Context: an optimization exercise on an open-source flow, tuned for small area, a short achievable clock period and few clock cycles. The choices shown serve that exercise and are no tape-out recipe.
In this exercise RTL edits were held to simulation tests only and were not proved equivalent to the original.
Power figures rest on the tool's default switching activity, not on a simulated workload.

===== design/flow/run.sh =====
#!/bin/bash
# synth_recipe.tcl (not shown) runs the flow's synth.tcl, then flattens the netlist and writes it again
# the make line also repeats each setting of config.mk as NAME=value (left out here)
make -C /OpenROAD-flow-scripts/flow DESIGN_CONFIG=/design/flow/config.mk WORK_HOME=/design/flow/orfs CLKGATE_MAP_FILE= SYNTH_SCRIPT=/design/flow/synth_recipe.tcl finish

===== design/flow/config.mk =====
export PLATFORM = sky130hd
export DESIGN_NAME = cavlc_residual_top
export DESIGN_NICKNAME = cavlc_residual_top
export VERILOG_FILES = /design/flow/design.v
export SDC_FILE = /design/flow/constraint.sdc
export NUM_CORES = 4
export LEC_CHECK = 0
export CAP_MARGIN = 20
export CORE_MARGIN = 2
export CORE_UTILIZATION = 40
export CTS_BUF_LIST = sky130_fd_sc_hd__clkbuf_4 sky130_fd_sc_hd__clkbuf_8
export SETUP_SLACK_MARGIN = 5
export SLEW_MARGIN = 20

===== design/flow/constraint.sdc =====
create_clock -name core_clock -period 11.0 [get_ports {clk}]
set_input_delay 2.2000 -clock core_clock [delete_from_list [all_inputs] [get_ports {clk}]]
set_output_delay 2.2000 -clock core_clock [all_outputs]
set_load 0.01 [all_outputs]

===== design/flow/design.v =====
package cavlc_coeff_pkg;
	typedef union packed {
		logic signed [16-1:0][16-1:0] coef;
		logic [8-1:0][256/8-1:0] pair;
	} cavlc_block_u;
endpackage
package cavlc_code_pkg;
	function automatic logic [15:0] level_code_of(
		input logic signed [16-1:0] level,
		input logic adj);
		logic [15:0] code;
		if (level > 0)
			code = 16'(2 * level - 2);
		else
			code = 16'(-2 * level - 1);
		if (adj)
			code = code - 16'd2;
		level_code_of = code;
	endfunction
	function automatic logic [5+12+5-1:0] level_prefix_suffix(
		input  logic [15:0] code,
		input  logic [2:0] sfx_len);
		logic [4:0] prefix;
		logic [12-1:0] suffix;
		logic [5-1:0] len;
		logic [15:0] hi;
		hi = code >> sfx_len;
		if (sfx_len == 3'd0) begin
			if (code < 16'd14) begin
				prefix = code[4:0];
				suffix = '0;
				len = 5'(code + 16'd1);
			end else if (code < 16'd30) begin
				prefix = 5'd14;              
				suffix = 12'(code - 16'd14);
				len = 5'd19;
			end else begin
				prefix = 5'(15);
				suffix = 12'(code - 16'd30);
				len = 5'(15 + 1 + 12);
			end
		end else if (hi < 16'(15)) begin
			prefix = hi[4:0];
			suffix = 12'(code & ((16'd1 << sfx_len) - 16'd1));
			len = 5'(hi + 16'd1 + 16'(sfx_len));
		end else begin
			prefix = 5'(15);
			suffix = 12'(code - (16'(15) << sfx_len));
			len = 5'(15 + 1 + 12);
		end
		level_prefix_suffix = {prefix, suffix, len};
	endfunction
	function automatic logic [2:0] next_suffix_len(
		input logic [2:0] sfx_len,
		input logic [15:0] mag);
		logic [2:0] sl;
		sl = (sfx_len == 3'd0) ? 3'd1 : sfx_len;
		if (mag > (16'd3 << (sl - 3'd1)) && sl < 3'(6))
			sl = sl + 3'd1;
		next_suffix_len = sl;
	endfunction
endpackage
module cavlc_block_scan (
	input  logic         clk,
	input  logic         rst_n,
	input  logic         start_i,
	input  logic [256-1:0] block_i,
	input  logic         adv_i,           
	input  logic         adv_safe_i,      
	output logic         busy_o,
	output logic         tok_v_o,         
	output logic         tok_t1_o,        
	output logic         tok_last_o,      
	output logic         tok_first_o,     
	output logic         tok_adj_o,       
	output logic [15:0]  tok_cnt4_o,      
	output logic [15:0]  tok_data_o,      
	output logic [4:0]   tok_sg_o,        
	output logic         tok_ab_o,        
	output logic         tok_s2_o         
);
	logic [256-1:0] blk_q;
	logic [15:0] nz_q;         
	logic [15:0] one_q;        
	logic [15:0] sign_q;       
	logic        run2_q;       
	logic        have_q;       
	logic        first_q;      
	logic        pend_q;       
	logic        adj_q;
	logic        lastnext_q;   
	function automatic logic [4:0] therm_add(input logic [4:0] a, input logic [4:0] b);
		logic [5:0] ta, tb;
		logic [4:0] t;
		ta = {a, 1'b1};    
		tb = {b, 1'b1};
		for (int i = 1; i <= 5; i++) begin
			t[i-1] = 1'b0;
			for (int j = 0; j <= i; j++)
				t[i-1] = t[i-1] | (ta[j] & tb[i-j]);
		end
		therm_add = t;
	endfunction
	function automatic logic [19:0] therm4x4(input logic [15:0] x);
		logic [39:0] l1;
		for (int i = 0; i < 8; i++)
			l1[5*i +: 5] = therm_add({4'd0, x[2*i]}, {4'd0, x[2*i+1]});
		for (int i = 0; i < 4; i++)
			therm4x4[5*i +: 5] = therm_add(l1[10*i +: 5], l1[10*i+5 +: 5]);
	endfunction
	function automatic logic [4:0] therm_sum4(input logic [19:0] g);
		therm_sum4 = therm_add(therm_add(g[4:0], g[9:5]), therm_add(g[14:10], g[19:15]));
	endfunction
	function automatic logic [4:0] therm16(input logic [15:0] x);
		therm16 = therm_sum4(therm4x4(x));
	endfunction
	function automatic logic [15:0] or_above(input logic [15:0] x);
		logic [15:0] y;
		for (int k = 0; k < 16; k++)
			y[k] = |(x >> (k + 1));
		or_above = y;
	endfunction
	function automatic logic [15:0] or_below(input logic [15:0] x);
		logic [15:0] y;
		for (int k = 0; k < 16; k++)
			y[k] = |(x << (16 - k));
		or_below = y;
	endfunction
	logic [15:0] nz_in, one_in;
	logic [4:0]  th_in;
	logic        ln_in;
	always_comb begin
		for (int k = 0; k < 16; k++) begin
			nz_in[k]  = |block_i[16*k +: 16];
			one_in[k] = block_i[16*k] &
				((block_i[16*k+1 +: 15] == 15'd0) || (block_i[16*k+1 +: 15] == 15'h7fff));
		end
		th_in = therm16(nz_in);
		ln_in = !th_in[1];
	end
	logic [15:0] a1, a2, sel2one;
	logic [4:0]  th;
	logic [19:0] g4;
	logic        ge2, ge3, ge4, ge5, botone;
	logic [15:0] sel1, t1pos, rem;
	logic        top_one, two, is_t1, single, last, rem_le1;
	logic [1:0]  t1cnt;
	logic [2:0]  signs;
	logic        s1, s2;
	logic [15:0] coef;
	always_comb begin
		a1  = or_above(nz_q);                  
		a2  = or_above(nz_q & a1);             
		g4  = therm4x4(nz_q);
		th  = therm_sum4(g4);
		ge2 = th[1];
		ge3 = th[2];
		ge4 = th[3];
		ge5 = th[4];
		botone = (nz_q & ~or_below(nz_q) & one_q) != 16'd0;
		sel1    = nz_q & ~a1;
		top_one = (sel1 & one_q) != 16'd0;
		sel2one = nz_q & a1 & ~a2 & one_q;
		t1pos   = sel1 | sel2one;
		two     = sel2one != 16'd0;
		s1 = |(sel1 & sign_q);
		s2 = |(sel2one & sign_q);
		if (first_q) begin
			is_t1 = (nz_q == 16'd0) || top_one;
			t1cnt = (nz_q == 16'd0) ? 2'd0 : (two ? 2'd2 : 2'd1);
			signs = two ? {1'b0, s1, s2} : {2'b0, s1};
		end else begin
			is_t1 = run2_q && top_one;
			t1cnt = 2'd1;
			signs = {2'b0, s1};
		end
		single = !first_q && run2_q && top_one;
		rem = nz_q & ~(single ? sel1 : t1pos);
		if (!single && two) begin
			last    = ~ge3;
			rem_le1 = ~ge4 || (!is_t1 && botone && !ge5);
		end else begin
			last    = ~ge2;
			rem_le1 = ~ge3 || (botone && !ge4);
		end
		coef = '0;
		for (int k = 0; k < 16; k++)
			coef = coef | (blk_q[16*k +: 16] & {16{sel1[k]}});
	end
	logic busy_q, accept, issue, have_d, lastnext_d;
	assign busy_o = busy_q;
	assign accept = start_i & ~busy_q;
	assign issue  = adv_i & have_q;
	always_comb begin
		if (accept) begin
			have_d     = 1'b1;
			lastnext_d = ln_in;
		end else if (issue) begin
			have_d     = ~last;
			lastnext_d = rem_le1;
		end else begin
			have_d     = have_q;
			lastnext_d = lastnext_q;
		end
	end
	always_ff @(posedge clk or negedge rst_n) begin
		if (!rst_n) begin
			have_q     <= 1'b0;
			first_q    <= 1'b0;
			pend_q     <= 1'b0;
			lastnext_q <= 1'b0;
			run2_q     <= 1'b0;
			busy_q     <= 1'b0;
			tok_v_o    <= 1'b0;
		end else begin
			have_q     <= have_d;
			lastnext_q <= lastnext_d;
			busy_q     <= have_d & ~(lastnext_d & adv_safe_i);
			if (accept) begin
				first_q    <= 1'b1;
				pend_q     <= 1'b0;
				run2_q     <= 1'b0;
			end else if (issue) begin
				first_q    <= 1'b0;
				pend_q     <= is_t1;
				run2_q     <= first_q && top_one && two;
			end
			if (adv_i)
				tok_v_o <= have_q;
		end
	end
	always_ff @(posedge clk) begin
		if (accept) begin
			blk_q <= block_i;
			nz_q  <= nz_in;
			one_q <= one_in;
			for (int k = 0; k < 16; k++)
				sign_q[k] <= block_i[16*k+15];
		end else if (issue) begin
			nz_q  <= rem;
		end
		if (issue && first_q)
			for (int i = 0; i < 4; i++)
				tok_cnt4_o[4*i +: 4] <= g4[5*i +: 4];
		if (issue && is_t1)
			adj_q <= first_q;
		if (issue) begin
			tok_t1_o    <= is_t1;
			tok_last_o  <= last;
			tok_first_o <= ~is_t1 & (first_q | pend_q | run2_q);
			tok_adj_o   <= first_q | adj_q | run2_q;
			tok_data_o  <= coef;
			tok_sg_o    <= {t1cnt, signs};
			tok_ab_o    <= ~is_t1 & two;
			tok_s2_o    <= s2;
		end
	end
endmodule
module cavlc_level_coder (
	input  logic                     clk,
	input  logic                     rst_n,
	input  logic                     adv_i,
	input  logic                     tok_v_i,
	input  logic                     tok_t1_i,
	input  logic                     tok_last_i,
	input  logic                     tok_first_i,
	input  logic                     tok_adj_i,
	input  logic [15:0]              tok_cnt4_i,    
	input  logic [15:0]              tok_data_i,
	input  logic [4:0]               tok_sg_i,
	input  logic                     tok_ab_i,      
	input  logic                     tok_s2_i,      
	output logic                     code_v_o,
	output logic                     code_last_o,
	output logic [19:0]              code_val_o,
	output logic [5:0]               code_len_o,
	output logic [5:0]               code_room_o    
);
	logic [2:0]  sfx_q;
	logic        neg, adj, gt;
	logic [15:0] x, m;
	logic [1:0]  d;
	logic [2:0]  sl, sl1, sl_n;
	logic [6:0]  th;
	logic [4:0]  ncnt;
	logic [3:0]  t4;
	logic [11:0] gc;
	logic        ngt10;
	always_comb begin
		neg = tok_data_i[15];
		adj = tok_first_i & tok_adj_i;
		x   = neg ? ~tok_data_i : tok_data_i;
		d   = neg ? {1'b0, adj} : {adj, ~adj};
		m   = x - 16'(d);
		for (int i = 0; i < 4; i++) begin
			t4 = tok_cnt4_i[4*i +: 4];
			gc[3*i +: 3] = {t4[3], t4[1] & ~t4[3], (t4[0] & ~t4[1]) | (t4[2] & ~t4[3])};
		end
		ncnt  = (5'(gc[2:0]) + 5'(gc[5:3])) + (5'(gc[8:6]) + 5'(gc[11:9]));
		ngt10 = ncnt > 5'd10;
		sl  = tok_first_i ? {2'd0, ngt10 & tok_adj_i} : sfx_q;
		sl1 = tok_first_i ? 3'd1 : sfx_q;
		th  = 7'd3 << (sl1 - 3'd1);
		gt  = neg ? (x >= 16'(th)) : (x > 16'(th));
		sl_n = (gt && sl1 != 3'd6) ? sl1 + 3'd1 : sl1;
	end
	logic        v1_q, t1_q, last1_q, neg_q, ab_q, s2_q;
	logic [2:0]  slb_q;          
	logic [2:0]  sl_q, j_q;      
	logic [15:0] m_q;        
	always_ff @(posedge clk or negedge rst_n) begin
		if (!rst_n) begin
			v1_q     <= 1'b0;
			code_v_o <= 1'b0;
		end else if (adv_i) begin
			v1_q     <= tok_v_i;
			code_v_o <= v1_q;
		end
	end
	always_ff @(posedge clk) begin
		if (adv_i && tok_v_i) begin
			t1_q    <= tok_t1_i;
			last1_q <= tok_last_i;
			neg_q   <= neg;
			ab_q    <= tok_ab_i;
			s2_q    <= tok_s2_i;
			slb_q   <= sl_n;
			sl_q    <= sl;
			j_q     <= sl1 - 3'd1;
			m_q     <= tok_t1_i ? {11'd0, tok_sg_i} : m;
			if (!tok_t1_i)
				sfx_q <= sl_n;
		end
	end
	logic [15:0] hif;
	logic [10:0] k, e;
	logic        esc;
	logic [12:0] val;
	logic [4:0]  len;
	logic [19:0] valt;
	logic [5:0]  lent;
	always_comb begin
		hif = m_q >> j_q;
		esc = (hif[15:4] != 12'd0) || (hif[3:0] == 4'hf);
		k   = 11'd15 << j_q;
		e   = m_q[10:0] - k;
		if (t1_q) begin
			val = {10'd0, m_q[2:0]};
			len = {3'd0, m_q[4:3]};
		end else if (esc) begin
			val = {1'b1, e, neg_q};
			len = 5'd28;
		end else if (sl_q == 3'd0) begin
			if (m_q[3:0] < 4'd7) begin
				val = 13'd1;
				len = {m_q[3:0], neg_q} + 5'd1;
			end else begin
				val = {8'd1, m_q[2:0] + 3'd1, neg_q};    
				len = 5'd19;
			end
		end else begin
			val = {m_q[11:0], neg_q};
			for (int i = 0; i < 13; i++)
				if (i > sl_q)
					val[i] = 1'b0;
			val[sl_q] = 1'b1;
			len = 5'(hif[3:0]) + 5'd1 + 5'(sl_q);
		end
	end
	always_comb begin
		if (ab_q) begin
			valt = ({7'd0, val} << (slb_q + 3'd1)) | (20'd1 << slb_q) | 20'(s2_q);
			lent = 6'(len) + 6'(slb_q) + 6'd1;
		end else begin
			valt = 20'(val);
			lent = 6'(len);
		end
	end
	always_ff @(posedge clk) begin
		if (adv_i && v1_q) begin
			code_last_o <= last1_q;
			code_val_o  <= valt;
			code_len_o  <= lent;
			code_room_o <= 6'd60 - lent;
		end
	end
endmodule
module cavlc_bit_packer (
	input  logic                       clk,
	input  logic                       rst_n,
	input  logic                       code_v_i,
	input  logic                       code_last_i,
	input  logic [19:0]                code_val_i,
	input  logic [5:0]                 code_len_i,
	input  logic [5:0]                 code_room_i,   
	input  logic                       flush_i,
	output logic                       adv_o,
	output logic                       adv_safe_o,    
	output logic [7:0]                 byte_o,
	output logic                       byte_we_o,
	output logic                       block_done_o,
	output logic [9-1:0] block_bits_o
);
	localparam int W = 60;
	logic [W-1:0] acc_q, acc_d, placed;
	logic [5:0]   c1_q, cnt_d;
	logic [5:0]   pos;
	logic         drain_q, consume;
	logic [9-1:0] bsum_q, bsum_b;
	logic [7:0]   byte_q;
	logic         byte_we_q, done_q;
	assign adv_o   = ~code_v_i | (c1_q <= code_room_i);
	assign consume = code_v_i & adv_o;
	always_comb begin
		if (consume) begin
			pos    = code_room_i - c1_q;
			placed = W'(code_val_i) << pos;
			cnt_d  = c1_q + 6'(code_len_i);
		end else if (flush_i) begin
			pos    = 6'(W - 1) - c1_q;
			placed = W'(1) << pos;
			cnt_d  = {c1_q[5:3] + 3'd1, 3'd0};
		end else begin
			pos    = '0;
			placed = '0;
			cnt_d  = c1_q;
		end
		acc_d  = (drain_q ? acc_q << 8 : acc_q) | placed;
		bsum_b = done_q ? '0 : bsum_q;
	end
	always_ff @(posedge clk or negedge rst_n) begin
		if (!rst_n) begin
			acc_q     <= '0;
			c1_q      <= '0;
			drain_q   <= 1'b0;
			byte_we_q <= 1'b0;
			done_q    <= 1'b0;
			bsum_q    <= '0;
		end else begin
			acc_q     <= acc_d;
			drain_q   <= cnt_d >= 6'd8;
			c1_q      <= (cnt_d >= 6'd8) ? cnt_d - 6'd8 : cnt_d;
			byte_we_q <= drain_q;
			done_q    <= consume & code_last_i;
			bsum_q    <= consume ? bsum_b + 9'(code_len_i) : bsum_b;
		end
	end
	always_ff @(posedge clk) begin
		if (drain_q)
			byte_q <= acc_q[W-1 -: 8];
	end
	assign adv_safe_o   = cnt_d <= 6'd33;
	assign byte_o       = byte_q;
	assign byte_we_o    = byte_we_q;
	assign block_done_o = done_q;
	assign block_bits_o = bsum_q;
endmodule
module cavlc_residual_top (
	input  logic                       clk,
	input  logic                       rst_n,
	input  logic                       start_i,
	input  logic [256-1:0]    block_i,      
	input  logic                       flush_i,
	output logic                       busy_o,
	output logic [7:0]                 byte_o,
	output logic                       byte_we_o,
	output logic                       block_done_o,
	output logic [9-1:0] block_bits_o
);
	logic        adv, adv_safe;
	logic        tok_v, tok_t1, tok_last, tok_first, tok_adj;
	logic [15:0] tok_cnt4;
	logic [15:0] tok_data;
	logic [4:0]  tok_sg;
	logic        tok_ab, tok_s2;
	logic        code_v, code_last;
	logic [19:0] code_val;
	logic [5:0]  code_len;
	logic [5:0]  code_room;
	cavlc_block_scan cavlc_block_scan_inst (
		.clk         (clk),
		.rst_n       (rst_n),
		.start_i     (start_i),
		.block_i     (block_i),
		.adv_i       (adv),
		.adv_safe_i  (adv_safe),
		.busy_o      (busy_o),
		.tok_v_o     (tok_v),
		.tok_t1_o    (tok_t1),
		.tok_last_o  (tok_last),
		.tok_first_o (tok_first),
		.tok_adj_o   (tok_adj),
		.tok_cnt4_o  (tok_cnt4),
		.tok_data_o  (tok_data),
		.tok_sg_o    (tok_sg),
		.tok_ab_o    (tok_ab),
		.tok_s2_o    (tok_s2)
	);
	cavlc_level_coder cavlc_level_coder_inst (
		.clk         (clk),
		.rst_n       (rst_n),
		.adv_i       (adv),
		.tok_v_i     (tok_v),
		.tok_t1_i    (tok_t1),
		.tok_last_i  (tok_last),
		.tok_first_i (tok_first),
		.tok_adj_i   (tok_adj),
		.tok_cnt4_i  (tok_cnt4),
		.tok_data_i  (tok_data),
		.tok_sg_i    (tok_sg),
		.tok_ab_i    (tok_ab),
		.tok_s2_i    (tok_s2),
		.code_v_o    (code_v),
		.code_last_o (code_last),
		.code_val_o  (code_val),
		.code_len_o  (code_len),
		.code_room_o (code_room)
	);
	cavlc_bit_packer cavlc_bit_packer_inst (
		.clk          (clk),
		.rst_n        (rst_n),
		.code_v_i     (code_v),
		.code_last_i  (code_last),
		.code_val_i   (code_val),
		.code_len_i   (code_len),
		.code_room_i  (code_room),
		.flush_i      (flush_i),
		.adv_o        (adv),
		.adv_safe_o   (adv_safe),
		.byte_o       (byte_o),
		.byte_we_o    (byte_we_o),
		.block_done_o (block_done_o),
		.block_bits_o (block_bits_o)
	);
endmodule

==> flow_metrics.py, run 1 <==
metrics = {
    "floorplanning": {
        "chipWidth_um": 263,
        "coreArea_um2": 66800,
        "dieArea_um2": 69300,
        "num_rows": 95,
        "pin_count": 280,
        "die_h_um": 263,
        "initial_utilization_pct": 40.2,
    },
    "sta": {
        "worst_pin_slew_ns": 1.18,
        "slew_viol_final": 0,
        "relSlewSlack_pct": 20.3,
        "finalSetupViolations": 0,
        "period_share_pct": 47.2,
        "final.min_clock_period_ns": 5.19,
        "finalHoldViolCount": 0,
        "setup_tns_ns": 0,
        "clock_skew_ns": 0.0450,
        "fmax_ghz": 0.193,
        "rsz0062_at_grt": "false",
    },
    "cells_and_area": {
        "syn_to_final_growth_pct": 19.9,
        "nets": 3032,
        "nFillCells": 6056,
        "layout-drive-gt1-share_pct": 8.91,
        "stdcell_area_um2": 32200,
    },
    "worst_setup_path": {
        "arrival_ns": 5.76,
        "worst-path-buf-inv": 2,
        "path_cells": "ha_1 -> and4_1 -> a211oi_1 -> o21ai_1 -> nand2_1 -> inv_1 -> nand3_1 -> nor3_1 -> buf_4 -> a221oi_1 -> o21ai_0",
        "cp_max_fo": 27,
        "cp_top_family": "simple AND/OR/NAND/NOR gates",
        "crit_path_max_incr_delay_ns": 1.02,
        "required_ns": 11.57,
        "start_kind": "flop",
        "path_class": "flop to flop",
        "cp_slowest_cell": "ha_1",
        "end_kind": "flop",
    },
    "power": {
        "p_leak_nw": 11.6,
        "powerDensity_nw_per_um2": 351,
        "vdd_drop_max_mv": 0.285,
    },
    "clock_tree": {
        "cts_htree_levels": 3,
        "clk_pin_slew_ns": 0.06,
        "clock_sinks": 491,
        "cts_resized": 0,
        "post_cts_buffers": 0,
        "numCtsBuffers": 85,
        "cts_hold_buf": 0,
        "clockBufferDepth": 3,
        "cts_tree": "built",
        "cts_root_buf": "clkbuf_8",
        "worstSkewPairLatency_ns": 0.69,
    },
    "synthesis": {
        "synth_edf_count": 404,
        "syn_area_um2": 26900,
        "synth_top_flop_cell": "edfxtp_1",
        "ys_seq_elements": 491,
        "synth.distinct_cells": 98,
        "synth_area_leaders": "edfxtp_1, dfrtp_1, ha_1",
        "synth.top_cell.area_share_pct": 45.1,
        "seq_area_frac_synth_pct": 53.2,
        "synth_fp_nets": 2765,
        "syn_area_per_cell_um2": 11.1,
        "synth_largest_area_cell": "edfxtp_1",
        "async_reset_ff_share_pct": 17.7,
        "syn_inst": 2419,
        "ys.warnings.count": 3,
    },
    "min_path": {
        "hp-class": "flop to flop",
    },
    "route": {
        "vias_per_cell": 5.96,
        "drt-met1-wl_mm": 33.3,
        "route.met3.wl_mm": 4.52,
        "met2WireLength_mm": 40.5,
        "wl_per_cell_um": 22.3,
        "detail-route-antenna-nets": 0,
        "drt_iter0_drc": 1992,
        "drt_pre_antenna_iters": 8,
        "num_vias": 21600,
        "wl_mm": 80.8,
        "drc": 0,
        "dr.max_layer_used": "met5",
    },
    "global_routing": {
        "grt.overflow.total": 0,
        "grt_start_max_net_pins": 211,
        "grt_pass1_wl_mm": 123,
        "antenna_found_initial": 2,
        "grt_use_total_pct": 22.7,
        "grt_pass1_vias": 21300,
    },
    "flow_run": {
        "max-cap-violations": 0,
    },
    "run_status": {
        "outcome": "complete, no violations",
    },
    "place": {
        "portBuffers": 279,
        "gp_congestion": 0.942,
        "hpwl_mm": 60.9,
        "placed_cell_area_um2": 30500,
    },
}
[routing by layer]
layer  track usage (%)  vias up
li1                  -    10000
met1              28.9    10500
met2              39.6      914
met3              3.46      157
met4              7.57        2
met5                 0        -
[sequential cells by signal, summed over array words and instances, names as in the netlist, 3 cells and up]
name and cells:
cavlc_block_scan_inst.blk_q 256, cavlc_bit_packer_inst.acc_q 60, cavlc_level_coder_inst.code_val_o 20, cavlc_block_scan_inst.nz_q 16
cavlc_block_scan_inst.one_q 16, cavlc_block_scan_inst.tok_cnt4_o 16, cavlc_block_scan_inst.tok_data_o 16, cavlc_level_coder_inst.m_q 16
cavlc_bit_packer_inst.bsum_q 9, cavlc_bit_packer_inst.byte_q 8, cavlc_bit_packer_inst.c1_q 6, cavlc_level_coder_inst.code_room_o 6
cavlc_level_coder_inst.code_len_o 5, cavlc_block_scan_inst.tok_sg_o 4, cavlc_level_coder_inst.j_q 3, cavlc_level_coder_inst.sfx_q 3
cavlc_level_coder_inst.sl_q 3, cavlc_level_coder_inst.slb_q 3
[synthesized netlist by cell type (58+ instances only)]
master	n
nor4_1	58
nand3_1	64
nand2_1	171
a21oi_1	97
o21ai_0	120
nor2_1	166
nand4_1	98
ha_1	76
dfrtp_1	87
clkbuf_1	100
inv_1	105
edfxtp_1	404
mux2i_1	71
[cell usage in the layout, fill, tap and decap left out, types with 33 or more instances in the layout]
cell and count:
mux2i_1 71, nand2_1 171, nand3_1 64, a221oi_1 51, nor2_1 165, ha_1 76
a21oi_1 96, clkdlybuf4s50_1 278, edfxtp_1 404, inv_1 103, nor2b_1 43, nand4_1 98
xnor2_1 39, nor4_1 58, o21ai_0 120, nor3_1 48, dfrtp_1 86, a22oi_1 54
clkbuf_8 91, a222oi_1 33
[kinds of logic (layout without fill, tap and decap cells)]
kind of cell	after synthesis	in the layout	share of synthesized area, %
other	0	1	0
adders and majority gates	93	93	4.54
xor gates and xnor gates	68	68	2.22
DFF	491	491	53.2
muxes	100	100	4.19
AOI/OAI and AO/OA	636	636	17.0
buffers and inverters	236	567	3.40
and+or+nand+nor	795	795	15.4
[metrics by stage]
step	hold slack, ns	cells	util, %	worst slack, ns	power [mW]
after floorplan	0.400	2419	-	4.10	7.62
after global placement	0.401	3471	45.6	5.69	9.43
after detailed placement	0.405	3471	45.6	5.64	9.57
after CTS	0.429	3622	48.2	5.95	11.3
after global routing	0.433	3624	48.3	5.34	12.1
final	0.420	3624	48.3	5.81	11.3
[where the power goes]
group	switching, mW	leakage (nW)	total, mW	internal, mW
Clock	0.774	0.904	1.68	0.906
Sequential	0.509	4.92	3.29	2.78
Combinational	4.01	5.83	6.33	2.33
Total	5.29	11.6	11.3	6.01
[final cells by class]
cell class                 instances  area (um2)  area share (%)
sequential                       491       14300            44.4
inverter                         112         427            1.32
multi-input combinational       1692       11700            36.3
antenna                            1        2.50         0.00776
tap                              873        1090            3.39
timing repair buffer             304        3010            9.34
clock buffer                     109        1390            4.30
clock inverter                    42         317           0.982
[worst paths after layout]
path	startpoint	depth (start not counted)	endpoint	slack, ns
worst max-delay path	cavlc_bit_packer_inst.c1_q[0]$_DFF_PN0_	11	cavlc_bit_packer_inst.acc_q[39]$_DFF_PN0_	5.81
worst min-delay path	cavlc_block_scan_inst.tok_s2_o$_DFFE_PP_	0	cavlc_level_coder_inst.s2_q$_DFFE_PP_	0.42
worst max register to register	cavlc_bit_packer_inst.c1_q[0]$_DFF_PN0_	11	cavlc_bit_packer_inst.acc_q[39]$_DFF_PN0_	5.81
worst min register to register	cavlc_block_scan_inst.tok_s2_o$_DFFE_PP_	0	cavlc_level_coder_inst.s2_q$_DFFE_PP_	0.42
max in group asynchronous	rst_n	2	cavlc_bit_packer_inst.acc_q[25]$_DFF_PN0_	8.43
min in group asynchronous	rst_n	1	cavlc_bit_packer_inst.acc_q[45]$_DFF_PN0_	1.48
Testbench counts, summed over its fixed seeds: cycles 5,736.
==> run 2, diff against run 1 <==
--- a/design/flow/design.v
+++ b/design/flow/design.v
@@ -188,7 +188,7 @@
 			coef = coef | (blk_q[16*k +: 16] & {16{sel1[k]}});
 	end
-	logic busy_q, accept, issue, have_d, lastnext_d;
-	assign busy_o = busy_q;
-	assign accept = start_i & ~busy_q;
+	logic busy_q, safe_q, accept, issue, have_d, lastnext_d;
+	assign busy_o = busy_q & ~(first_q & lastnext_q & safe_q);
+	assign accept = start_i & ~busy_o;
 	assign issue  = adv_i & have_q;
 	always_comb begin
@@ -212,9 +212,11 @@
 			run2_q     <= 1'b0;
 			busy_q     <= 1'b0;
+			safe_q     <= 1'b0;
 			tok_v_o    <= 1'b0;
 		end else begin
 			have_q     <= have_d;
 			lastnext_q <= lastnext_d;
-			busy_q     <= have_d & ~(lastnext_d & adv_safe_i);
+			busy_q     <= have_d & ~(~accept & lastnext_d & adv_safe_i);
+			safe_q     <= adv_safe_i;
 			if (accept) begin
 				first_q    <= 1'b1;
@@ -231,5 +233,5 @@
 	end
 	always_ff @(posedge clk) begin
-		if (accept) begin
+		if (~busy_o) begin
 			blk_q <= block_i;
 			nz_q  <= nz_in;
--- a/design/flow/config.mk
+++ b/design/flow/config.mk
@@ -9,5 +9,4 @@
 export CORE_MARGIN = 2
 export CORE_UTILIZATION = 40
-export CTS_BUF_LIST = sky130_fd_sc_hd__clkbuf_4 sky130_fd_sc_hd__clkbuf_8
 export SETUP_SLACK_MARGIN = 5
 export SLEW_MARGIN = 20
==> flow_metrics.py, run 2 <==
metrics = {
    "run_status": {
        "outcome": "complete, no violations",
    },
    "route": {
        "vias_per_cell": 5.95,
        "num_vias": 21200,
        "wl_mm": 77.3,
        "wl_per_cell_um": 21.7,
        "drc": 0,
        "drt_iter0_drc": 1960,
        "detail-route-antenna-nets": 0,
        "drt_pre_antenna_iters": 6,
    },
    "synthesis": {
        "async_reset_ff_share_pct": 17.9,
        "synth_compound_area_share_pct": 15.6,
        "syn_area_per_cell_um2": 11.1,
        "ys_seq_elements": 492,
        "synth_fp_nets": 2759,
        "ys.warnings.count": 3,
        "synth_top_flop_cell": "edfxtp_1",
        "synth_commonest_cells": "edfxtp_1, nand2_1, nor2_1",
        "synth_largest_area_cell": "edfxtp_1",
        "synth_edf_count": 404,
        "seq_area_frac_synth_pct": 53.6,
        "synthAdderAreaFrac_pct": 4.65,
        "synth.top_cell.area_share_pct": 45.3,
        "synth_top_family_by_area": "compound AO/OA/AOI/OAI gates",
        "synth.distinct_cells": 90,
        "synth_area_leaders": "edfxtp_1, dfrtp_1, ha_1",
        "muxShareOfSynthArea_pct": 5.06,
        "synth_xor_area_share_pct": 2.29,
        "yosys.area_share.simple_pct": 15.3,
        "yosys.cell_count.top_type": "edfxtp_1",
        "syn_inst": 2412,
        "syn_area_um2": 26800,
    },
    "worst_setup_path": {
        "required_ns": 8.80,
        "worst-path-buf-inv": 2,
        "path_class": "flop to output port",
        "cp_slowest_cell": "clkdlybuf4s50_1",
        "end_kind": "output port",
        "start_kind": "flop",
        "cp_top_family": "buffers and inverters",
        "path_cells": "nand3_1 -> nand2_4 -> clkinv_1 -> clkdlybuf4s50_1",
        "r2r_slack_ns": 6.18,
        "arrival_ns": 3.11,
        "crit_path_max_incr_delay_ns": 0.66,
        "cp_max_fo": 57,
    },
    "place": {
        "portBuffers": 279,
        "dp_slack_ns": 5.81,
        "gp_congestion": 0.926,
        "hpwl_mm": 58.6,
    },
    "floorplanning": {
        "dieArea_um2": 69000,
        "num_rows": 94,
        "chipWidth_um": 263,
        "die_h_um": 263,
        "initial_utilization_pct": 40.6,
        "pin_count": 280,
        "coreArea_um2": 66000,
    },
    "clock_tree": {
        "post_cts_buffers": 0,
        "clock_sinks": 492,
        "clk_pin_slew_ns": 0.06,
        "cts_resized": 0,
        "cts_root_buf": "clkbuf_16",
        "cts_tree": "built",
        "cts_hold_buf": 0,
        "cts_htree_levels": 2,
        "worstSkewPairLatency_ns": 0.63,
        "numCtsBuffers": 52,
        "clockBufferDepth": 3,
    },
    "global_routing": {
        "grt_pass1_wl_mm": 119,
        "grt.overflow.total": 0,
        "grt_start_max_net_pins": 180,
        "grt_use_total_pct": 21.8,
        "grt_pass1_vias": 20800,
        "antenna_found_initial": 1,
    },
    "cells_and_area": {
        "multiInputGateArea_um2": 11500,
        "layout-drive-gt1-share_pct": 6.68,
        "top_regs": "cavlc_block_scan_inst.blk_q (256), cavlc_bit_packer_inst.acc_q (60), cavlc_level_coder_inst.code_val_o (20)",
        "final_common_cell": "edfxtp_1",
        "syn_to_final_growth_pct": 20.1,
        "largest_register": "cavlc_block_scan_inst.blk_q",
        "register_area_um2": 14300,
        "nFillCells": 5893,
        "diodes": 0,
        "layout_common_cells": "edfxtp_1, clkdlybuf4s50_1, nand2_1, nor2_1, a21oi_1",
        "nets": 2997,
        "largest_reg_flops": 256,
    },
    "sta": {
        "rsz0062_at_grt": "false",
        "fin_ws_ns": 5.69,
        "finalHoldViolCount": 0,
        "relSlewSlack_pct": 23.5,
        "final.min_clock_period_ns": 5.31,
        "slew_viol_final": 0,
        "period_share_pct": 48.3,
        "setup_tns_ns": 0,
        "clock_skew_ns": 0.0724,
        "finalSetupViolations": 0,
        "worst_pin_slew_ns": 1.14,
        "fmax_ghz": 0.188,
    },
    "power": {
        "p_int_mw": 6.38,
        "p_sw_mw": 5.31,
        "swShare_pct": 45.4,
        "vdd_drop_max_mv": 0.231,
        "clkPwrFrac_pct": 15.4,
        "powerDensity_nw_per_um2": 364,
        "seqPwrFrac_pct": 30.1,
        "p_leak_nw": 11.6,
        "combinationalPowerShare_pct": 54.5,
    },
    "min_path": {
        "hp-class": "flop to flop",
    },
    "flow_run": {
        "max-cap-violations": 0,
    },
}
run 2: through the flow:
step	area [um2]	hold WS, ns	total power [mW]	std cells	util, %
after floorplan	26800	0.400	7.87	2412	-
after global placement	30300	0.406	9.70	3457	46.0
after detailed placement	30300	0.409	9.82	3457	46.0
after CTS	32100	0.420	11.7	3555	48.6
after global routing	32200	0.426	12.5	3558	48.7
final	32200	0.420	11.7	3558	48.7
run 2: cell families after synthesis:
| group | after synthesis |
|---|---|
| flip-flops | 492 |
| multiplexers | 115 |
| buffers and inverters | 232 |
| XOR/XNOR | 70 |
| AND/OR/NAND/NOR | 805 |
| adder cells (fa/ha/maj) | 95 |
| AO/OA/AOI/OAI | 603 |
run 2: worst paths after layout:
path | from | endpoint | depth (start not counted)
min in group asynchronous | rst_n | cavlc_bit_packer_inst.acc_q[55]$_DFF_PN0_ | 1
hold reg to reg | cavlc_level_coder_inst.last1_q$_DFFE_PP_ | cavlc_level_coder_inst.code_last_o$_DFFE_PP_ | 0
setup reg to reg | cavlc_level_coder_inst.j_q[1]$_DFFE_PP_ | cavlc_level_coder_inst.code_room_o[5]$_DFFE_PP_ | 14
max in group asynchronous | rst_n | cavlc_level_coder_inst.code_v_o$_DFFE_PN0N_ | 2
hold / removal | cavlc_level_coder_inst.last1_q$_DFFE_PP_ | cavlc_level_coder_inst.code_last_o$_DFFE_PP_ | 0
setup / recovery | cavlc_block_scan_inst.first_q$_DFFE_PN0P_ | busy_o | 4
run 2: routing by layer:
metal	track usage [%]	vias up	wire (um)	part of all wire, %
li1	-	9871	-	-
met4	7.77	2	2600	3.4
met1	28.1	10200	31800	41
met2	37.3	892	38000	49
met3	3.19	147	4880	6.3
met5	0	-	16	0.021
run 2: worst reg2reg max path: cells and delay by family (launching register included):
| family | cells | cell delay [ns] |
|---|---|---|
| buffers and inverters | 1 | 0.09 |
| adders and majority gates | 2 | 0.66 |
| muxes | 1 | 0.58 |
| DFF | 1 | 0.72 |
| AOI/OAI and AO/OA | 7 | 1.96 |
| and+or+nand+nor | 3 | 0.54 |
run 2: layout make-up:
class	count	area share, %
clock buffer	61	4.18
clock inverter	37	1.28
inverter	113	1.33
multi-input combinational	1688	35.9
sequential	492	44.6
tap	864	3.36
timing repair buffer	303	9.36
run 2: power by group through the flow:
stage               Combinational (mW)  Clock, mW  Sequential [mW]
floorplan                         4.51          0             3.36
global placement                  6.16          0             3.54
detailed placement                6.27          0             3.56
CTS                               6.30       1.84             3.52
global route                      6.99       1.91             3.60
finish                            6.37       1.80             3.52
Testbench counts of run 2, summed over its fixed seeds: cycles 5,736.
==> run 3, diff against run 2 <==
--- a/design/flow/design.v
+++ b/design/flow/design.v
@@ -137,5 +137,5 @@
 		end
 		th_in = therm16(nz_in);
-		ln_in = !th_in[1];
+		ln_in = !th_in[1] || (!th_in[2] && (nz_in & ~or_below(nz_in) & one_in) != 16'd0);
 	end
 	logic [15:0] a1, a2, sel2one;
@@ -188,7 +188,7 @@
 			coef = coef | (blk_q[16*k +: 16] & {16{sel1[k]}});
 	end
-	logic busy_q, safe_q, accept, issue, have_d, lastnext_d;
-	assign busy_o = busy_q & ~(first_q & lastnext_q & safe_q);
-	assign accept = start_i & ~busy_o;
+	logic busy_q, accept, issue, have_d, lastnext_d;
+	assign busy_o = busy_q;
+	assign accept = start_i & ~busy_q;
 	assign issue  = adv_i & have_q;
 	always_comb begin
@@ -212,11 +212,9 @@
 			run2_q     <= 1'b0;
 			busy_q     <= 1'b0;
-			safe_q     <= 1'b0;
 			tok_v_o    <= 1'b0;
 		end else begin
 			have_q     <= have_d;
 			lastnext_q <= lastnext_d;
-			busy_q     <= have_d & ~(~accept & lastnext_d & adv_safe_i);
-			safe_q     <= adv_safe_i;
+			busy_q     <= have_d & ~(lastnext_d & adv_safe_i);
 			if (accept) begin
 				first_q    <= 1'b1;
@@ -233,5 +231,5 @@
 	end
 	always_ff @(posedge clk) begin
-		if (~busy_o) begin
+		if (accept) begin
 			blk_q <= block_i;
 			nz_q  <= nz_in;
@@ -309,4 +307,6 @@
 	logic        v1_q, t1_q, last1_q, neg_q, ab_q, s2_q;
 	logic [2:0]  slb_q;          
+	logic [2:0]  abx_q;          
+	logic [3:0]  k1_q;           
 	logic [2:0]  sl_q, j_q;      
 	logic [15:0] m_q;        
@@ -328,4 +328,6 @@
 			s2_q    <= tok_s2_i;
 			slb_q   <= sl_n;
+			abx_q   <= tok_ab_i ? sl_n + 3'd1 : 3'd0;
+			k1_q    <= 4'd1 + 4'(sl) + (tok_ab_i ? 4'(sl_n) + 4'd1 : 4'd0);
 			sl_q    <= sl;
 			j_q     <= sl1 - 3'd1;
@@ -339,7 +341,7 @@
 	logic        esc;
 	logic [12:0] val;
-	logic [4:0]  len;
 	logic [19:0] valt;
 	logic [5:0]  lent;
+	logic [4:0]  op;             
 	always_comb begin
 		hif = m_q >> j_q;
@@ -347,18 +349,14 @@
 		k   = 11'd15 << j_q;
 		e   = m_q[10:0] - k;
+		op  = (sl_q == 3'd0) ? {m_q[3:0], neg_q} : {1'b0, hif[3:0]};
 		if (t1_q) begin
-			val = {10'd0, m_q[2:0]};
-			len = {3'd0, m_q[4:3]};
+			val  = {10'd0, m_q[2:0]};
+			lent = {4'd0, m_q[4:3]};
 		end else if (esc) begin
-			val = {1'b1, e, neg_q};
-			len = 5'd28;
-		end else if (sl_q == 3'd0) begin
-			if (m_q[3:0] < 4'd7) begin
-				val = 13'd1;
-				len = {m_q[3:0], neg_q} + 5'd1;
-			end else begin
-				val = {8'd1, m_q[2:0] + 3'd1, neg_q};    
-				len = 5'd19;
-			end
+			val  = {1'b1, e, neg_q};
+			lent = 6'd28 + 6'(abx_q);
+		end else if (sl_q == 3'd0 && m_q[3:0] >= 4'd7) begin
+			val  = {8'd1, m_q[2:0] + 3'd1, neg_q};    
+			lent = 6'd19 + 6'(abx_q);
 		end else begin
 			val = {m_q[11:0], neg_q};
@@ -367,15 +365,12 @@
 					val[i] = 1'b0;
 			val[sl_q] = 1'b1;
-			len = 5'(hif[3:0]) + 5'd1 + 5'(sl_q);
+			lent = 6'(op) + 6'(k1_q);
 		end
 	end
 	always_comb begin
-		if (ab_q) begin
+		if (ab_q && !t1_q)
 			valt = ({7'd0, val} << (slb_q + 3'd1)) | (20'd1 << slb_q) | 20'(s2_q);
-			lent = 6'(len) + 6'(slb_q) + 6'd1;
-		end else begin
+		else
 			valt = 20'(val);
-			lent = 6'(len);
-		end
 	end
 	always_ff @(posedge clk) begin
==> design/flow/flow/run.sh (new file) <==
#!/bin/bash
# The standard layout (the standard.sh, all steps unchanged), with
# the port buffers that global placement inserts made of buf_1 cells
# instead of the delay buffers buffer_ports picks by default. Every
# input and output port still gets its own buffer.
set -o pipefail
export BUFFER_PORTS_ARGS="-buffer_cell sky130_fd_sc_hd__buf_1"
cp standard.sh standard_copy.sh.txt
bash standard.sh > standard.log 2>&1
==> design/flow/standard.sh (new file) <==
#!/bin/bash
# synth_recipe.tcl (not shown) runs the flow's synth.tcl, then flattens the netlist and writes it again
# the make line also repeats each setting of config.mk as NAME=value (left out here)
make -C /OpenROAD-flow-scripts/flow DESIGN_CONFIG=/design/flow/config.mk WORK_HOME=/design/flow/orfs CLKGATE_MAP_FILE= SYNTH_SCRIPT=/design/flow/synth_recipe.tcl "${@:-finish}"
removed: design/flow/run.sh
==> flow_metrics.py, run 3 <==
metrics = {
    "clock_tree": {
        "cts_hold_buf": 0,
        "clock_sinks": 498,
        "cts_root_buf": "clkbuf_16",
        "cts_tree": "built",
        "post_cts_buffers": 0,
        "cts_resized": 0,
        "clockBufferDepth": 3,
        "numCtsBuffers": 53,
        "cts_htree_levels": 2,
        "worstSkewPairLatency_ns": 0.62,
        "clk_pin_slew_ns": 0.06,
    },
    "flow_run": {
        "max-cap-violations": 0,
    },
    "worst_setup_path": {
        "required_ns": 11.54,
        "start_kind": "flop",
        "cp_max_fo": 25,
        "cp_slowest_cell": "ha_1",
        "cp_top_family": "compound AO/OA/AOI/OAI gates",
        "path_cells": "ha_1 -> a21oi_1 -> o21ai_0 -> a21oi_1 -> o21ai_0 -> nand2_1 -> a21o_1 -> nor3_1 -> a22oi_1 -> o21ai_0",
        "arrival_ns": 5.69,
        "crit_path_frequent_cell": "o21ai_0",
        "crit_path_max_incr_delay_ns": 0.99,
        "path_class": "flop to flop",
        "worst-path-buf-inv": 0,
        "end_kind": "flop",
    },
    "place": {
        "portBuffers": 279,
        "dp_cells": 3619,
        "gp_congestion": 0.921,
        "hpwl_mm": 64.5,
    },
    "synthesis": {
        "async_reset_ff_share_pct": 17.5,
        "synth_edf_count": 411,
        "synth.top_cell.area_share_pct": 44.6,
        "seq_area_frac_synth_pct": 52.5,
        "synth.distinct_cells": 94,
        "synth_area_leaders": "edfxtp_1, dfrtp_1, ha_1",
        "ys.warnings.count": 3,
        "synth_top_flop_cell": "edfxtp_1",
        "syn_inst": 2547,
        "synth_fp_nets": 2895,
        "syn_area_per_cell_um2": 10.9,
        "syn_area_um2": 27700,
        "yosys.cell_count.top_type": "edfxtp_1",
        "synth_commonest_cells": "edfxtp_1, nand2_1, nor2_1",
        "ys_seq_elements": 498,
        "synth_largest_area_cell": "edfxtp_1",
    },
    "global_routing": {
        "grt_pass1_vias": 21900,
        "grt_pass1_wl_mm": 128,
        "grt_use_total_pct": 23.2,
        "grt_start_max_net_pins": 92,
        "antenna_found_initial": 1,
        "grt.overflow.total": 0,
    },
    "power": {
        "powerDensity_nw_per_um2": 365,
        "clkPwrFrac_pct": 15.9,
        "vdd_drop_max_mv": 0.267,
        "combinationalPowerShare_pct": 54.4,
        "p_leak_nw": 11.1,
        "seqPwrFrac_pct": 29.7,
        "swShare_pct": 46.3,
        "p_sw_mw": 5.31,
        "p_int_mw": 6.16,
        "power_mw": 11.5,
    },
    "floorplanning": {
        "pin_count": 280,
        "dieArea_um2": 71300,
        "initial_utilization_pct": 40.4,
        "chipWidth_um": 267,
        "die_h_um": 267,
        "coreArea_um2": 68500,
        "num_rows": 96,
    },
    "route": {
        "wl_per_cell_um": 22.7,
        "detail-route-antenna-nets": 0,
        "drc": 0,
        "num_vias": 22500,
        "drt_iter0_drc": 2354,
        "drt_pre_antenna_iters": 7,
        "wl_mm": 84.4,
        "vias_per_cell": 6.05,
    },
    "cells_and_area": {
        "largest_reg_flops": 256,
        "top_regs": "cavlc_block_scan_inst.blk_q (256), cavlc_bit_packer_inst.acc_q (60), cavlc_level_coder_inst.code_val_o (20)",
        "layout-drive-gt1-share_pct": 6.27,
        "fin_cells": 3723,
        "final_common_cell": "edfxtp_1",
        "largest_register": "cavlc_block_scan_inst.blk_q",
        "postLayoutCoreUtil_pct": 45.8,
        "layout_common_cells": "edfxtp_1, buf_1, nand2_1, nor2_1, a21oi_1",
        "nets": 3140,
        "syn_to_final_growth_pct": 13.5,
    },
    "sta": {
        "rsz0062_at_grt": "false",
        "hold_ws_ns": 0.424,
        "relSlewSlack_pct": 25.9,
        "finalHoldViolCount": 0,
        "clock_skew_ns": 0.0332,
        "worst_pin_slew_ns": 1.10,
        "final.min_clock_period_ns": 5.14,
        "finalSetupViolations": 0,
        "slew_viol_final": 0,
        "fmax_ghz": 0.194,
        "setup_tns_ns": 0,
        "period_share_pct": 46.8,
    },
    "run_status": {
        "outcome": "complete, no violations",
    },
    "min_path": {
        "hp-class": "flop to flop",
    },
}
## run 3: final timing paths
kind	endpoint	start	slack [ns]	cells past startpoint
worst min register to register	cavlc_level_coder_inst.s2_q$_DFFE_PP_	cavlc_block_scan_inst.tok_s2_o$_DFFE_PP_	0.42	0
min in group asynchronous	cavlc_bit_packer_inst.acc_q[13]$_DFF_PN0_	rst_n	1.55	1
worst min-delay path	cavlc_level_coder_inst.s2_q$_DFFE_PP_	cavlc_block_scan_inst.tok_s2_o$_DFFE_PP_	0.42	0
max in group asynchronous	cavlc_block_scan_inst.have_q$_DFF_PN0_	rst_n	8.22	2
worst max-delay path	cavlc_bit_packer_inst.acc_q[7]$_DFF_PN0_	cavlc_bit_packer_inst.c1_q[0]$_DFF_PN0_	5.86	10
worst max register to register	cavlc_bit_packer_inst.acc_q[7]$_DFF_PN0_	cavlc_bit_packer_inst.c1_q[0]$_DFF_PN0_	5.86	10
## run 3: power groups by stage
stage	clock network, mW	registers, mW	logic, mW
floorplan	0	3.15	4.59
global placement	0	3.42	6.04
detailed placement	0	3.43	6.15
CTS	1.86	3.40	6.18
global route	1.93	3.48	6.88
finish	1.83	3.40	6.24
## run 3: area by class of cell
class	instances	area [um2]
well taps	882	1100
multi-input cells	1814	12300
clock buffers	60	1350
flip-flops and latches	498	14500
inverters	121	460
repair buffers	304	1240
diodes	4	10.0
clock inverters	40	410
fillers	6472	37100
## run 3: metrics by stage
step / area [um2] / setup slack [ns]
floorplan: 27700 / 3.95
global placement: 29600 / 5.61
detailed placement: 29600 / 5.58
CTS: 31400 / 5.96
global route: 31400 / 5.40
finish: 31400 / 5.86
## run 3: logic make-up (layout without fill, tap and decap cells)
group	count (synthesis)	after routing	synth area share (%)
flip-flops	498	498	52.5
other	0	4	0
multiplexers	100	100	4.14
XOR/XNOR	66	66	2.09
AND/OR/NAND/NOR	930	930	17.7
buffers and inverters	235	525	3.26
AO/OA/AOI/OAI	621	621	15.7
adder cells (fa/ha/maj)	97	97	4.58
## run 3: per-layer routing
layer	up-vias	global-route usage, %	wire length (um)
met5	-	0	0
met1	11000	28.4	33300
met4	0	9.57	3630
met2	919	40.3	41900
li1	10500	-	-
met3	183	4.13	5580
Testbench counts of run 3, summed over its fixed seeds: cycles 5,573.

-- static timing again, ports no longer ideal --
No port has a modelled driver above. Below, the same layouts with a new extraction and two added sets of constraints.
Step 1 (the two cells are an assumption about what drives the block):
set clk [get_ports {clk}]
set_driving_cell -lib_cell sky130_fd_sc_hd__clkbuf_16 $clk
set_driving_cell -lib_cell sky130_fd_sc_hd__buf_2 [delete_from_list [all_inputs] $clk]
Step 2, shift: input delay + t, output delay - t, t = (earliest + latest rising clock arrival at the registers) / 2. This alone moves slack from input paths to output paths.
Three values: ideal ports, drivers, drivers and shift; two values: the first two.
run	t (ns)	setup WS [ns]	clock arrival spread, ns	slew at the worst register clock pin (ns)	pins driven straight from the clock port
run 1	0.734	5.813 / 5.813 / 5.496	0.055 / 0.055	0.08 / 0.08	1
run 2	0.654	5.688 / 5.625 / 5.749	0.074 / 0.073	0.07 / 0.07	1
run 3	0.674	5.856 / 5.856 / 5.534	0.035 / 0.034	0.07 / 0.07	1
After both steps every run listed still meets setup and hold. The setup slack of run 3, which loses most, moves by 0.000 ns with the drivers and by -0.322 ns with both steps.
